Context: an optimization exercise on an open-source flow, tuned for small area. The choices shown serve that exercise and are no tape-out recipe.
The RTL was checked by simulation tests, not by an equivalence proof against the original design.
Power is estimated from default activity; no workload was simulated.

===== flow/design.v =====
`timescale 1ns/1ps
package fineTimePkg;
    localparam int WidthW = 8;
    localparam int TimeW  = 32;
    localparam int BusW   = 32;
    localparam int AddrW  = 8;
    localparam int CountW = 16;
    localparam logic [AddrW-1:0] WinElectronLo = 8'h00;
    localparam logic [AddrW-1:0] WinElectronHi = 8'h01;
    localparam logic [AddrW-1:0] WinMuonLo     = 8'h02;
    localparam logic [AddrW-1:0] WinMuonHi     = 8'h03;
    localparam logic [AddrW-1:0] WinPionLo     = 8'h04;
    localparam logic [AddrW-1:0] WinPionHi     = 8'h05;
    localparam logic [AddrW-1:0] ChanBase      = 8'h40;
    typedef struct packed {
        logic [AddrW-1:0] address;
        logic [BusW-1:0]  dataIn;
        logic             read;
        logic             write;
    } localBus_t;
    typedef struct packed {
        logic [WidthW-1:0] electronLo;
        logic [WidthW-1:0] electronHi;
        logic [WidthW-1:0] muonLo;
        logic [WidthW-1:0] muonHi;
        logic [WidthW-1:0] pionLo;
        logic [WidthW-1:0] pionHi;
    } pidWindows_t;
    typedef struct packed {
        logic electron;
        logic muon;
        logic pion;
    } pidFlags_t;
    typedef struct packed {
        logic electron;
        logic muon;
        logic pion;
        logic electronUp;
        logic electronDown;
        logic muonUp;
        logic muonDown;
        logic pionUp;
        logic pionDown;
    } pidSummary_t;
    localparam pidWindows_t WinDefaults = {
        8'd2,  8'd4,
        8'd6,  8'd10,
        8'd12, 8'd20
    };
endpackage
`timescale 1ns/1ps
import fineTimePkg::*;
module busControl #(
    parameter int NumChannels = 48
) (
    input  logic                                clk,
    input  logic                                arstN,
    input  fineTimePkg::localBus_t                           bus,
    input  logic [NumChannels-1:0][CountW-1:0]  hitCounts,
    output fineTimePkg::pidWindows_t                         windows,
    output logic [TimeW-1:0]                    timeNow,
    output logic [NumChannels-1:0]              countClear,
    output logic [BusW-1:0]                     dataOut
);
    logic [CountW-1:0] countRead;
    logic [BusW-1:0]   readData;
    always_comb begin
        countRead  = '0;
        countClear = '0;
        for (int k = 0; k < NumChannels; k++) begin
            if (bus.address == AddrW'(ChanBase + k)) begin
                countRead     = hitCounts[k];
                countClear[k] = bus.write;
            end
        end
    end
    always_comb begin
        case (bus.address)
            WinElectronLo: readData = BusW'(windows.electronLo);
            WinElectronHi: readData = BusW'(windows.electronHi);
            WinMuonLo:     readData = BusW'(windows.muonLo);
            WinMuonHi:     readData = BusW'(windows.muonHi);
            WinPionLo:     readData = BusW'(windows.pionLo);
            WinPionHi:     readData = BusW'(windows.pionHi);
            default:       readData = BusW'(countRead);
        endcase
    end
    always_ff @(posedge clk or negedge arstN) begin
        if (!arstN) begin
            windows <= WinDefaults;
        end else if (bus.write) begin
            case (bus.address)
                WinElectronLo: windows.electronLo <= bus.dataIn[WidthW-1:0];
                WinElectronHi: windows.electronHi <= bus.dataIn[WidthW-1:0];
                WinMuonLo:     windows.muonLo     <= bus.dataIn[WidthW-1:0];
                WinMuonHi:     windows.muonHi     <= bus.dataIn[WidthW-1:0];
                WinPionLo:     windows.pionLo     <= bus.dataIn[WidthW-1:0];
                WinPionHi:     windows.pionHi     <= bus.dataIn[WidthW-1:0];
                default: ;
            endcase
        end
    end
    always_ff @(posedge clk or negedge arstN) begin
        if (!arstN) begin
            timeNow <= '0;
        end else begin
            timeNow <= timeNow + 1'b1;
        end
    end
    always_ff @(posedge clk or negedge arstN) begin
        if (!arstN) begin
            dataOut <= '0;
        end else if (bus.read) begin
            dataOut <= readData;
        end else begin
            dataOut <= '0;
        end
    end
endmodule
`timescale 1ns/1ps
import fineTimePkg::*;
module hitChannel (
    input  logic              clk,
    input  logic              arstN,
    input  logic              dIn,
    input  fineTimePkg::pidWindows_t       windows,
    input  logic [TimeW-1:0]  timeNow,
    input  logic              countClear,
    output fineTimePkg::pidFlags_t         flags,
    output logic [TimeW-1:0]  stamp,
    output logic [CountW-1:0] hitCount
);
    logic              sync0;
    logic              sync1;
    logic              sync2;
    logic              rise;
    logic              fall;
    logic [WidthW-1:0] widthCnt;
    logic [TimeW-1:0]  riseTime;
    function automatic logic inWindow(input logic [WidthW-1:0] width,
                                      input logic [WidthW-1:0] lo,
                                      input logic [WidthW-1:0] hi);
        inWindow = (width >= lo) && (width <= hi);
    endfunction
    assign rise = sync1 & ~sync2;
    assign fall = ~sync1 & sync2;
    always_ff @(posedge clk or negedge arstN) begin
        if (!arstN) begin
            sync0    <= 1'b0;
            sync1    <= 1'b0;
            sync2    <= 1'b0;
            widthCnt <= '0;
        end else begin
            sync0 <= dIn;
            sync1 <= sync0;
            sync2 <= sync1;
            if (rise) begin
                widthCnt <= WidthW'(1);
            end else if (sync1 && widthCnt != '1) begin
                widthCnt <= widthCnt + 1'b1;
            end
        end
    end
    always_ff @(posedge clk) begin
        if (rise) begin
            riseTime <= timeNow;
        end
    end
    always_ff @(posedge clk or negedge arstN) begin
        if (!arstN) begin
            flags    <= '0;
            stamp    <= '0;
            hitCount <= '0;
        end else begin
            flags <= '0;
            if (fall) begin
                flags.electron <= inWindow(widthCnt, windows.electronLo, windows.electronHi);
                flags.muon     <= inWindow(widthCnt, windows.muonLo, windows.muonHi);
                flags.pion     <= inWindow(widthCnt, windows.pionLo, windows.pionHi);
                stamp          <= riseTime;
            end
            if (countClear) begin
                hitCount <= '0;
            end else if (fall) begin
                hitCount <= hitCount + 1'b1;
            end
        end
    end
endmodule
`timescale 1ns/1ps
import fineTimePkg::*;
module particleCombiner #(
    parameter int NumChannels = 48,
    parameter int GroupSize   = 8
) (
    input  logic                              clk,
    input  logic                              arstN,
    input  logic [NumChannels-1:0][2:0]       flags,
    output logic [8:0]                        summary
);
    localparam int NumGroups = NumChannels / GroupSize;
    logic [NumGroups-1:0][2:0] groupFlags;
    logic [8:0]                summaryNext;
    always_comb begin
        groupFlags = '0;
        for (int c = 0; c < NumChannels; c++) begin
            groupFlags[c / GroupSize] = groupFlags[c / GroupSize] | flags[c];
        end
        summaryNext = '0;
        for (int g = 0; g < NumGroups; g++) begin
            summaryNext[8] = summaryNext[8] | groupFlags[g][2];
            summaryNext[7] = summaryNext[7] | groupFlags[g][1];
            summaryNext[6] = summaryNext[6] | groupFlags[g][0];
            if (g == 0 || g == 2) begin
                summaryNext[5] = summaryNext[5] | groupFlags[g][2];
                summaryNext[3] = summaryNext[3] | groupFlags[g][1];
                summaryNext[1] = summaryNext[1] | groupFlags[g][0];
            end else if (g == 1 || g == 3) begin
                summaryNext[4] = summaryNext[4] | groupFlags[g][2];
                summaryNext[2] = summaryNext[2] | groupFlags[g][1];
                summaryNext[0] = summaryNext[0] | groupFlags[g][0];
            end
        end
    end
    always_ff @(posedge clk or negedge arstN) begin
        if (!arstN) begin
            summary <= '0;
        end else begin
            summary <= summaryNext;
        end
    end
endmodule
`timescale 1ns/1ps
import fineTimePkg::*;
module testMux #(
    parameter int NumChannels = 48
) (
    input  logic                              clk,
    input  logic                              arstN,
    input  logic [NumChannels-1:0][TimeW-1:0] stamps,
    input  logic [5:0]                        testChNum,
    output logic [TimeW-1:0]                  result
);
    localparam int BankSize = 16;
    localparam int NumBanks = 4;
    logic [NumBanks*BankSize-1:0][TimeW-1:0] stampPad;
    logic [NumBanks-1:0][TimeW-1:0]          bankQ;
    always_comb begin
        stampPad                   = '0;
        stampPad[NumChannels-1:0] = stamps;
    end
    always_ff @(posedge clk or negedge arstN) begin
        if (!arstN) begin
            bankQ <= '0;
        end else begin
            for (int b = 0; b < NumBanks; b++) begin
                bankQ[b] <= stampPad[b * BankSize + int'(testChNum[3:0])];
            end
        end
    end
    always_ff @(posedge clk or negedge arstN) begin
        if (!arstN) begin
            result <= '0;
        end else begin
            result <= bankQ[testChNum[5:4]];
        end
    end
endmodule
`timescale 1ns/1ps
import fineTimePkg::*;
module fineTimeTop #(
    parameter int NumChannels = 48,
    parameter int GroupSize   = 8
) (
    input  logic                   clk,
    input  logic                   arstN,
    input  logic [NumChannels-1:0] dIn,
    input  logic [AddrW-1:0]       busAddress,
    input  logic [BusW-1:0]        busDataIn,
    input  logic                   busRead,
    input  logic                   busWrite,
    output logic [BusW-1:0]        dataOut,
    input  logic [5:0]             testChNum,
    output logic [TimeW-1:0]       result,
    output logic [8:0]             summary
);
    fineTimePkg::localBus_t                          bus;
    fineTimePkg::pidWindows_t                        windows;
    logic [TimeW-1:0]                   timeNow;
    logic [NumChannels-1:0]             countClear;
    logic [NumChannels-1:0][2:0]       flags;
    logic [NumChannels-1:0][TimeW-1:0]  stamps;
    logic [NumChannels-1:0][CountW-1:0] hitCounts;
    assign bus     = {busAddress, busDataIn, busRead, busWrite};
    busControl #(.NumChannels(NumChannels)) uBusControl (
        .clk        (clk),
        .arstN      (arstN),
        .bus        (bus),
        .hitCounts  (hitCounts),
        .windows    (windows),
        .timeNow    (timeNow),
        .countClear (countClear),
        .dataOut    (dataOut)
    );
    for (genvar ch = 0; ch < NumChannels; ch++) begin : gChannel
        hitChannel uHitChannel (
            .clk        (clk),
            .arstN      (arstN),
            .dIn        (dIn[ch]),
            .windows    (windows),
            .timeNow    (timeNow),
            .countClear (countClear[ch]),
            .flags      (flags[ch]),
            .stamp      (stamps[ch]),
            .hitCount   (hitCounts[ch])
        );
    end
    particleCombiner #(
        .NumChannels (NumChannels),
        .GroupSize   (GroupSize)
    ) uParticleCombiner (
        .clk     (clk),
        .arstN   (arstN),
        .flags   (flags),
        .summary (summary)
    );
    testMux #(.NumChannels(NumChannels)) uTestMux (
        .clk       (clk),
        .arstN     (arstN),
        .stamps    (stamps),
        .testChNum (testChNum),
        .result    (result)
    );
endmodule

===== flow/run.sh =====
#!/bin/bash
# synth_recipe.tcl (not shown) runs the flow's synth.tcl, then flattens the netlist and writes it again
# the make line also repeats each setting of config.mk as NAME=value (left out here)
make -C /OpenROAD-flow-scripts/flow DESIGN_CONFIG=/design/flow/config.mk WORK_HOME=/design/flow/orfs CLKGATE_MAP_FILE= SYNTH_SCRIPT=/design/flow/synth_recipe.tcl finish

===== flow/config.mk =====
export PLATFORM = sky130hd
export DESIGN_NAME = fineTimeTop
export DESIGN_NICKNAME = fineTimeTop
export VERILOG_FILES = /design/flow/design.v
export SDC_FILE = /design/flow/constraint.sdc
export NUM_CORES = 4
export LEC_CHECK = 0
export CAP_MARGIN = 20
export CORE_MARGIN = 2
export CORE_UTILIZATION = 40
export SLEW_MARGIN = 20

===== flow/constraint.sdc =====
create_clock -name core_clock -period 5.0 [get_ports {clk}]
set_input_delay 1.0000 -clock core_clock [delete_from_list [all_inputs] [get_ports {clk}]]
set_output_delay 1.0000 -clock core_clock [all_outputs]
set_load 0.01 [all_outputs]

==> run summary <==
==> where the power goes <==
| group | total, W | switching (W) | internal, W |
|---|---|---|---|
| sequential | 0.0543 | 0.00832 | 0.0460 |
| clock | 0.0390 | 0.0167 | 0.0223 |
| combinational | 0.0254 | 0.0129 | 0.0124 |
| total | 0.119 | 0.0380 | 0.0808 |
==> area by class of cell <==
type	instances	area, µm²
well taps	8008	10000
diodes	32	80.1
clock inverters	201	2420
flip-flops and latches	4745	127000
inverters	286	1190
multi-input cells	12900	111000
clock buffers	740	14800
fillers	53100	327000
repair buffers	623	5890
==> cells in the mapped netlist, drive strengths merged, types with 20 or more instances <==
master      n  area, µm²
a222oi     20        200
dfrtp    3199      80100
mux4      481      10800
nor2     1271       4850
a22oi     182       1370
o21ai     630       3150
and4       66        578
nor4       47        309
a31oi      29        181
nand2b    220       1380
nor2b     269       1680
inv       286       1070
nor3      282       1410
o22ai      26        163
o21bai    116        871
a21oi     560       2800
edfxtp   1536      46100
clkbuf    369       1390
a22o       25        219
a2111oi   121       1060
a211oi     49        368
buf       245       1200
o21a      482       3620
o221ai     25        219
nand2     813       3050
or3       149        932
a21o      696       5230
nand4     430       2690
mux2     1545      17400
ha       2401      30000
and3      204       1280
mux2i     114       1140
xnor2     322       2820
xor2      598       5240
a221oi     42        368
nand3     502       2510
==> sequential cells by signal (all words and copies together) (netlist names) <==
signal and flops:
gChannel.uHitChannel.hitCount 768, gChannel.uHitChannel.riseTime 1536, gChannel.uHitChannel.sync2 48, uBusControl.dataOut 16, uBusControl.timeNow 32, uBusControl.windows 48
gChannel.uHitChannel.sync0 48, gChannel.uHitChannel.sync1 48, gChannel.uHitChannel.stamp 1536, uTestMux.bankQ 96, gChannel.uHitChannel.widthCnt 384, uParticleCombiner.summary 9
uTestMux.result 32, gChannel.uHitChannel.flags 144
==> metal layers <==
layer / vias up / wire length, µm / GRT usage
met4: 14 / 40800 / 0.111
met5: - / 95 / 0
li1: 70700 / - / -
met2: 5889 / 366000 / 0.414
met3: 1511 / 56900 / 0.0406
met1: 83700 / 346000 / 0.363
==> per-stage QoR <==
step                      total power, W  utilization  setup WS (ps)
after floorplan                   0.0690            -           1870
after global placement            0.0792        0.425            711
after detailed placement          0.0799        0.425            654
after CTS                          0.119        0.454           1560
after global routing               0.124        0.454           1510
final                              0.119        0.454           1500
==> worst max-delay path, stage by stage <==
cell	delay (ps)
buf_4	450
buf_4	470
mux2_2	380
a32oi_1	190
a21oi_1	110
o32ai_1	340
buf_4	210
a211oi_1	160
buf_4	180
o31ai_1	680
a211oi_1	170
==> logic make-up after synthesis <==
family                   Yosys count  synth area share
flip-flops                      4745             0.527
adder cells (fa/ha/maj)         2401             0.125
other                              1         0.0000156
XOR/XNOR                         920            0.0336
buffers and inverters            900            0.0152
multiplexers                    2140             0.122
AO/OA/AOI/OAI                   3120            0.0869
AND/OR/NAND/NOR                 4348            0.0897
==> cell usage in the layout, fill, tap and decap left out, types with 204 or more instances in the layout <==
cell / Yosys / final
inv_1: 284 / 225
nand2b_1: 220 / 219
ha_1: 2401 / 2401
o21ai_0: 600 / 600
edfxtp_1: 1536 / 1536
nand3_1: 502 / 502
clkbuf_16: 0 / 532
nand4_1: 430 / 430
a21o_1: 696 / 696
mux4_2: 481 / 481
nor3_1: 282 / 282
xor2_1: 598 / 598
dfrtp_1: 3199 / 3161
a21oi_1: 560 / 560
xnor2_1: 322 / 322
buf_4: 26 / 427
nand2_1: 813 / 812
nor2_1: 1255 / 1243
mux2_2: 1544 / 1544
and3_1: 204 / 204
o21a_1: 482 / 482
==> path summary, 6_finish.rpt <==
check,startpoint,endpoint,slack (ps),cells past startpoint
setup / recovery,busAddress[1],uBusControl.dataOut[11],1500,11
hold / removal,gChannel[35].uHitChannel.sync0,gChannel[35].uHitChannel.sync1,320,0
setup reg to reg,uBusControl.windows[40],gChannel[15].uHitChannel.flags[2],1640,9
hold reg to reg,gChannel[35].uHitChannel.sync0,gChannel[35].uHitChannel.sync1,320,0
max in group asynchronous,arstN,uTestMux.result[24],2920,4
min in group asynchronous,arstN,gChannel[5].uHitChannel.widthCnt[7],490,2
==> impl_metrics.toml <==
[outcome]
outcome = "timing/DRC/antenna clean"

[sta]
max_slew.worst_pin.slew_ps = 1160
fmax_mhz = 286
fin_crit_ps = 3500
rsz0062_at_grt = "false"
fin_tns_setup_ps = 0
min_period_over_period = 0.700
clock_skew_ps = 108
slew-limit-headroom = 0.220
slew_violations = 0
whs_ps = 322
finalSetupViolations = 0
hold_viol_final = 0

[yosys]
synth_area_per_cell_um2 = 12.9
yosysWarnings = 4
syn_area_um2 = 240000
synth_ff_type = "dfrtp_1"
synth-seq-cells = 4745
yosysSeqAreaShare = 0.527
synth-edff-count = 1536
synth.distinct_cells = 91
async_reset_ff_frac = 0.676
postSynthCellCount = 18600

[pwr]
p_per_area_nw_per_um2 = 437
vdd_ir_drop_max_mv = 0.400
power_leakage_nw = 107

[clocking]
cts_resized = 0
root_buffer = "clkbuf_16"
cts.reportedPaths.clkPinSlew_ps = 60
cts_buffers = 520
insertion_delay_ps = 1130
cts_tree = "done"
clockBufferDepth = 4
hold_buffers = 1
cts_htree_levels = 6
clock_sinks = 4745
post_cts_buffers = 0

[die]
initial_core_util = 0.401
core_um2 = 598000
dieWidth_um = 779
io_pins = 171
fp.dieArea_um2 = 606000
rows = 284
dieHeight_um = 779

[route]
via_count = 162000
firstDrtPassIters = 9
remaining_drc_errors = 0
wire_per_inst_um = 29.3
via_per_inst = 5.87
drt_iter0_markers = 16000
wirelength_mm = 809
ant_nets = 0

[global_route]
grt_pass1_wl_mm = 1160
grt_max_degree = 144
grt_pass1_vias = 159000
grt_overflow = 0
antenna_found_initial = 47
grt_usage = 0.263

[placement]
place_inst = 26600
dp_hpwl_mm = 524
port_buffers = 130
globalplace.congestion = 0.973
place_area_um2 = 254000

[setup_path]
crit_path_end_kind = "register"
arrival_ps = 4410
cp_data_required_time_ps = 5920
critPathMaxFanout = 37
critPathKind = "input pin to register"
worstSetupStartpointType = "input pin"

[layout]
fin_area_um2 = 272000
num-nets-final = 21600
syn_to_final_growth_pct = 13.1
layout-drive-gt1-share = 0.181
fin_cells = 27600

[worst_hold_path]
hp-class = "register to register"

[job]
maxCapViolCount = 0

[what the ideal ports hide]
The results above use ideal ports. As a check the final layout listed here was re-extracted and re-timed, cells and wires unchanged.
Step 1 assumes that a clkbuf_16 drives the clock port and a buf_2 every other input.
Step 2, shift: input delay + t, output delay - t, t = (earliest + latest rising clock arrival at the registers) / 2. This alone moves slack from input paths to output paths.
a / b / c = no drivers / after step 1 / after step 2; a / b = the first two.
t (ns): 1.199
setup WS [ns]: 1.501 / 1.414 / 0.400
slew at the worst register clock pin (ns): 0.07 / 0.07
After both steps setup and hold are still met in this run. For this run, drivers alone change the setup slack by -0.087 ns; drivers and shift together by -1.101 ns.
